What follows belongs to an exercise in optimizing a design on an open flow for small area, a short achievable clock period and few clock cycles per item; a production flow would make more cautious choices. RTL that was checked went through simulation tests only; none was proved equivalent to the original.

==> v39 <==
==> flow/design.v (excerpt) <==
module hsv2rgb_top (
	input  logic        clk,
	input  logic        arst_n,
	input  logic        start,
	output logic        busy,
	input  logic [12:0] hue,
	input  logic [6:0]  saturation,
	input  logic [6:0]  brightness,
	output logic        done,
	output logic [7:0]  red,
	output logic [7:0]  green,
	output logic [7:0]  blue,
	output logic        in_range
);
	hsv2rgb_pkg::hsv_t px;
	hsv2rgb_pkg::rgb_t pix;
	assign px.hue        = hue;
	assign px.saturation = saturation;
	assign px.brightness = brightness;
	hsv_to_rgb_converter_core #(
		.HUE_FRAC_BITS(4)
	) u_core (
		.clk   (clk),
		.arst_n(arst_n),
		.start (start),
		.busy  (busy),
		.hsv   (px),
		.done  (done),
		.rgb   (pix)
	);
	assign red      = pix.red;
	assign green    = pix.green;
	assign blue     = pix.blue;
	assign in_range = pix.in_range;
endmodule
make LEC_CHECK=0 CAP_MARGIN=20 CORE_MARGIN=2 CORE_UTILIZATION=60 PLACE_DENSITY=0.75 SETUP_SLACK_MARGIN=4.3 SLEW_MARGIN=20 finish   # period 7.5 ns
run.sh (not shown) runs the stock make flow with config.mk's settings and CLKGATE_MAP_FILE= SYNTH_SCRIPT=/design/flow/synth_recipe.tcl, a recipe that flattens the netlist after the stock synthesis.
==> v9 (differences from v39) <==
- CORE_UTILIZATION: 60 -> 40
- PLACE_DENSITY: 0.75 -> unset
==> comparison <==
Of v9 and v39, v9 has the higher setup slack (gap 0.027 ns). In v9 the worst hold slack is worse than in v39, by 0.0054 ns. v9 produced a clean layout. v39 finished clean. Of v9 and v39, v9 has the higher count of clock-buffer cells in the layout (gap 3).
Testbench counts of v39, summed over its fixed seeds: cycles 16,056, items 16,000.
Testbench counts of v9, summed over its fixed seeds: cycles 16,056, items 16,000.

* * *

==> inputs of lagoon <==
Another version of the RTL of hsv2rgb_top (not shown whole).
clock: 7.5 ns
lec_check: 0
cap_margin: 20
core_margin: 2
core_utilization: 40
slew_margin: 20
==> zinc (differences from lagoon) <==
SETUP_SLACK_MARGIN = 4.3   (was unset)
==> results.txt <==
| metric | zinc | lagoon |
|---|---|---|
| Status | finished clean | finished clean |
| Number of gates given a new drive strength after cts | 252 | 0 |
| Worst Setup Slack, final | 4.05 ns | 2.70 ns |
| Global routing met3 resource utilization | 3.02% | 3.05% |
| Filler Cells Inserted | 4736 | 4913 |
| Delay of the slowest cell on the worst path | 0.39 ns | 0.75 ns |
| Critical path arrival | 1.95 ns | 3.30 ns |
| Measured slew at the worst slew-check pin | 0.895 ns | 1.05 ns |
| Amount of wire on met2 after detailed routing | 23.0 mm | 21.4 mm |
| Share of layout cells above drive strength 1 | 15.8% | 4.49% |
No functional check of the RTL was part of any run of this note.

* * *

==> run a <==
Another version of the RTL of hsv2rgb_top (not shown whole).
Design hsv2rgb_top, start of the top module:
module hsv2rgb_top (
	input  logic        clk,
	input  logic        arst_n,
	input  logic        start,
	output logic        busy,
	input  logic [12:0] hue,
	input  logic [6:0]  saturation,
	input  logic [6:0]  brightness,
	output logic        done,
	output logic [7:0]  red,
	output logic [7:0]  green,
	output logic [7:0]  blue,
	output logic        in_range
);
Settings: LEC_CHECK=0, CAP_MARGIN=20, CORE_MARGIN=2, CORE_UTILIZATION=40, SETUP_SLACK_MARGIN=4.7, SLEW_MARGIN=20; clock period 7.5 ns.
==> inputs of run b, as changes to run a <==
--- a/flow/config.mk
+++ b/flow/config.mk
@@ -10,3 +10,5 @@
 export CORE_UTILIZATION = 40
-export SETUP_SLACK_MARGIN = 4.7
+export CTS_CLUSTER_DIAMETER = 100
+export CTS_CLUSTER_SIZE = 25
+export SETUP_SLACK_MARGIN = 4.5
 export SLEW_MARGIN = 20
==> summary.txt <==
Drt
  – Wire length per cell: 14.8 µm
  – Vias: 12239
  – Vias/cell: 4.73

Global route
  – Largest net degree at the start of global routing: 26
  – Met3 Use GR: 1.68%

Layout
  – Fillers: 4473
  – CLK BUF: 19

Place
  – Placed Instance Area: 0.0205 mm²

Status
  – Outcome: timing/DRC/antenna clean

Setup path
  – Reg-to-reg startpoint: u_core.v4[1]$_DFF_P_
  – Reg2reg end: u_core.full5[7]$_DFF_P_
That was run b.
==> summary.txt <==
Status
  – Outcome: timing/DRC/antenna clean

Global route
  – First-pass GRT wire length: 65800 µm
  – Met3 Use GR: 3.34%

Setup path
  – Reg2reg end: u_core.x6[7]$_DFF_P_
  – Reg-to-reg startpoint: u_core.xq5[3]$_DFF_P_

Drt
  – Wire length per cell: 14.9 µm
  – Vias: 12655
  – Vias/cell: 4.74

Synth
  – Largest family of logic cells by synthesized area: adder cells

Timing
  – Crit share post-route: 40.0%

Clock network
  – CTS tree: done

Layout
  – Fillers: 4406
  – Sequential cell area share: 28.4%

Place
  – Placed Instance Area: 0.0206 mm²
That was run a.
Testbench counts of run a, summed over its fixed seeds: cycles 16,048, items 16,000.
Testbench counts of run b, summed over its fixed seeds: cycles 16,048, items 16,000.

* * *

==> inputs of 03-10 <==
hsv2rgb_top, a different RTL version from the one above (not shown whole).
clock: 7.5 ns
lec_check: 0
cap_margin: 20
core_margin: 2
core_utilization: 40
setup_slack_margin: 4.6
slew_margin: 20
==> inputs of 09-01, as changes to 03-10 <==
Settings changed: CTS_BUF_LIST from default to sky130_fd_sc_hd__clkbuf_4 sky130_fd_sc_hd__clkbuf_8.
==> results.cfg <==
[run_status]
status = finished clean

[timing]
holdWs_ns = 0.318
finalCritPeriodShare_pct = 42.4

[global_route]
grt_first_pass_wirelength_um = 71000
grt_pass1_vias = 14500

[final_layout]
fillCellCount = 4622
multi_input_area_share_pct = 52.0
layout-drive-gt1-share_pct = 16.4
sh_seq_area_pct = 29.0

[clock_network]
worstSkewPairLatency_ns = 0.64

[power]
the above is filed under 09-01

==> results.cfg <==
[run_status]
status = finished clean

[clock_network]
worstSkewPairLatency_ns = 0.56

[final_layout]
fillCellCount = 4606
layout-drive-gt1-share_pct = 15.3
sh_seq_area_pct = 29.1
multi_input_area_share_pct = 51.9

[synthesis]
yosysWarningCount = 1
synth_commonest_cells = 418 x inv_1, 336 x dfxtp_1, 242 x ha_1, 193 x fa_1, 156 x and2_1

[route]
drc = 0

[global_route]
grt_pass1_vias = 14300

[timing]
finalCritPeriodShare_pct = 41.7
holdWs_ns = 0.321
the above is filed under 03-10

Testbench counts of 03-10, summed over its fixed seeds: cycles 16,056, items 16,000.
Testbench counts of 09-01, summed over its fixed seeds: cycles 16,056, items 16,000.

* * *

==> violet <==
RTL: one of the versions met above, not the one the previous note started from.
Settings: LEC_CHECK=0, CAP_MARGIN=20, CORE_MARGIN=2, CORE_UTILIZATION=40, SETUP_SLACK_MARGIN=4.0, SLEW_MARGIN=20; clock period 7.5 ns.
==> indigo (differences from violet) <==
- CTS_CLUSTER_DIAMETER: unset -> 100
- CTS_CLUSTER_SIZE: unset -> 25
- SETUP_SLACK_MARGIN: 4.0 -> 4.6
==> impl_results.md <==
* Status: timing/DRC/antenna clean
* Sequential cell area share at a little under 30%
* Sequential cell area at around 6400 sq um
* Final Non-Filler Cells at about 2.6k
* H-tree Lvls at 2
* CTS Buf Count at 38
* Worst-path clk slew at about 60 ps
* Layout Nets at roughly 2.4k
* Vias in the first global route at 13.1k
[end of results for violet]
==> impl_results.md <==
* Sequential cell area at about 6500 sq um
* H-tree Lvls at 1
* Layout Nets at around 2.4k
* Sequential cell area share at 29.9%
* Status: timing/DRC/antenna clean
* Worst-path clk slew at 100 ps
* Final Non-Filler Cells at roughly 2.6k
* Vias in the first global route at 13.1k
[end of results for indigo]
Testbench counts of violet, summed over its fixed seeds: cycles 16,048, items 16,000.
Testbench counts of indigo, summed over its fixed seeds: cycles 16,048, items 16,000.

* * *

==> 07-19: inputs <==
Starting RTL as in the previous note.
clock: 7.5 ns
lec_check: 0
cap_margin: 20
core_margin: 2
core_utilization: 40
cts_cluster_diameter: 100
cts_cluster_size: 25
setup_slack_margin: 4.5
slew_margin: 20
tns_end_percent: 5
==> 02-22 (differences from 07-19) <==
--- a/flow/config.mk
+++ b/flow/config.mk
@@ -11,5 +11,5 @@
 export CTS_CLUSTER_DIAMETER = 100
 export CTS_CLUSTER_SIZE = 25
+export PLACE_DENSITY = 0.85
 export SETUP_SLACK_MARGIN = 4.5
 export SLEW_MARGIN = 20
-export TNS_END_PERCENT = 5
==> summary of the runs <==
In 02-22 the worst setup slack is higher than in 07-19, by 69 ps. Against 07-19, the hold slack of 02-22 is worse by 5.7 ps. Sequential share of layout area is about the same in 07-19 and 02-22. Wire length: 02-22 is larger than 07-19 (5.7%). In 07-19 the via count is smaller than in 02-22, by 4.6%. Between 07-19 and 02-22, the lower global-route usage is in 07-19 (gap 0.32 points).
Testbench counts of 07-19, summed over its fixed seeds: cycles 16,048, items 16,000.
Testbench counts of 02-22, summed over its fixed seeds: cycles 16,048, items 16,000.

* * *

==> quartz <==
hsv2rgb_top again, from the RTL that the note above started with.
Settings: LEC_CHECK=0, CAP_MARGIN=20, CORE_MARGIN=2, CORE_UTILIZATION=40, CTS_CLUSTER_DIAMETER=100, CTS_CLUSTER_SIZE=25, PLACE_DENSITY=0.75, SETUP_SLACK_MARGIN=4.5, SLEW_MARGIN=20; clock period 7.5 ns.
==> sierra (differences from quartz) <==
Settings changed: CTS_CLUSTER_DIAMETER 100 to default, CTS_CLUSTER_SIZE 25 to default, PLACE_DENSITY 0.75 to default, SETUP_SLACK_MARGIN 4.5 to 4.3.
==> qor.tcl <==
set qor(flow.area_growth_from_synthesis_pct) 14.0
set qor(finalHoldWorstSlack_ns) 0.323
set qor(bufAreaShareNonClock_pct) 2.75
set qor(footprint_of_the_flip_flops_and_latches_mm2) 0.00641
set qor(fin_area_mm2) 0.0220
set qor(status) {complete, no violations}
set qor(crit_path_top_delay_cell) {sky130_fd_sc_hd__dfxtp_4}
set qor(fillerInstances) 4409
set qor(avgViaCountPerCell) 4.72
set qor(cts_buffers) 38
Source of the figures above: sierra

==> qor.tcl <==
set qor(synthesis.area_mm2) 0.0193
set qor(cts_buffers) 17
set qor(buffers_on_ports) 55
set qor(crit_path_top_delay_cell) {sky130_fd_sc_hd__fa_1}
set qor(seq_cells) 316
set qor(avgViaCountPerCell) 4.87
set qor(quantity_of_gates_resized_following_cts) 170
set qor(fin_area_mm2) 0.0214
set qor(maxSlewHeadroom_pct) 52.9
set qor(footprint_of_the_flip_flops_and_latches_mm2) 0.00645
set qor(fillerInstances) 4401
set qor(detailedRoute.firstPassIterationCount) 6
set qor(min_path_cells) 0
set qor(status) {complete, no violations}
set qor(synth_xor_xnor_area_share_pct) 5.86
set qor(bufAreaShareNonClock_pct) 2.74
set qor(fp.dieH_um) 224
set qor(grt_pass1_vias) 13345
set qor(crit_path_max_incr_delay_ns) 0.54
Source of the figures above: quartz

Testbench counts of quartz, summed over its fixed seeds: cycles 16,048, items 16,000.
Testbench counts of sierra, summed over its fixed seeds: cycles 16,048, items 16,000.

## separate check: timing with driven ports
In the flow no input, the clock included, has a driving cell. The finished layouts below were timed again as built, in two steps. Step 1 (the two cells are an assumption about what drives the block):
set clk [get_ports {clk}]
set_driving_cell -lib_cell sky130_fd_sc_hd__clkbuf_16 $clk
set_driving_cell -lib_cell sky130_fd_sc_hd__buf_2 [delete_from_list [all_inputs] $clk]
Step 2 times the ports against the registers' clock, not the clock port: input delays grow and output delays shrink by t, the midpoint of the rising clock arrivals with the driver on. Three values: ideal, step 1, step 2; two values: the first two.
run | t, ns | slack for setup (ns) | worst hold slack (ns) | latest minus earliest clock arrival (ns) | worst slew at a driven data input, ns
v39 | 0.575 | 3.803 / 3.803 / 3.803 | 0.322 / 0.322 / 0.322 | 0.012 / 0.012 | 0.03
v9 | 0.597 | 3.830 / 3.830 / 3.830 | 0.316 / 0.316 / 0.316 | 0.019 / 0.018 | 0.04
lagoon | 0.615 | 2.702 / 2.646 / 3.261 | 0.307 / 0.307 / 0.307 | 0.023 / 0.023 | 0.04
zinc | 0.609 | 4.045 / 3.986 / 4.169 | 0.309 / 0.309 / 0.309 | 0.025 / 0.025 | 0.04
run a | 0.597 | 4.504 / 4.445 / 4.150 | 0.319 / 0.319 / 0.319 | 0.028 / 0.029 | 0.03
run b | 0.581 | 4.499 / 4.438 / 4.067 | 0.320 / 0.320 / 0.320 | 0.030 / 0.030 | 0.03
03-10 | 0.605 | 4.370 / 4.317 / 4.484 | 0.321 / 0.321 / 0.321 | 0.020 / 0.021 | 0.04
09-01 | 0.682 | 4.321 / 4.271 / 4.428 | 0.318 / 0.318 / 0.318 | 0.024 / 0.024 | 0.04
violet | 0.599 | 4.108 / 4.052 / 3.806 | 0.325 / 0.325 / 0.325 | 0.018 / 0.018 | 0.03
indigo | 0.576 | 4.483 / 4.429 / 4.130 | 0.328 / 0.328 / 0.328 | 0.018 / 0.018 | 0.03
07-19 | 0.568 | 4.400 / 4.363 / 3.867 | 0.325 / 0.325 / 0.325 | 0.021 / 0.020 | 0.03
02-22 | 0.569 | 4.468 / 4.436 / 4.043 | 0.319 / 0.319 / 0.319 | 0.034 / 0.033 | 0.04
quartz | 0.550 | 4.528 / 4.480 / 4.087 | 0.329 / 0.329 / 0.329 | 0.024 / 0.024 | 0.04
sierra | 0.596 | 4.374 / 4.319 / 3.812 | 0.323 / 0.323 / 0.323 | 0.014 / 0.014 | 0.03
After both steps every run listed still meets setup and hold. The setup slack of sierra, which loses most, moves by -0.055 ns with the drivers and by -0.562 ns with both steps.
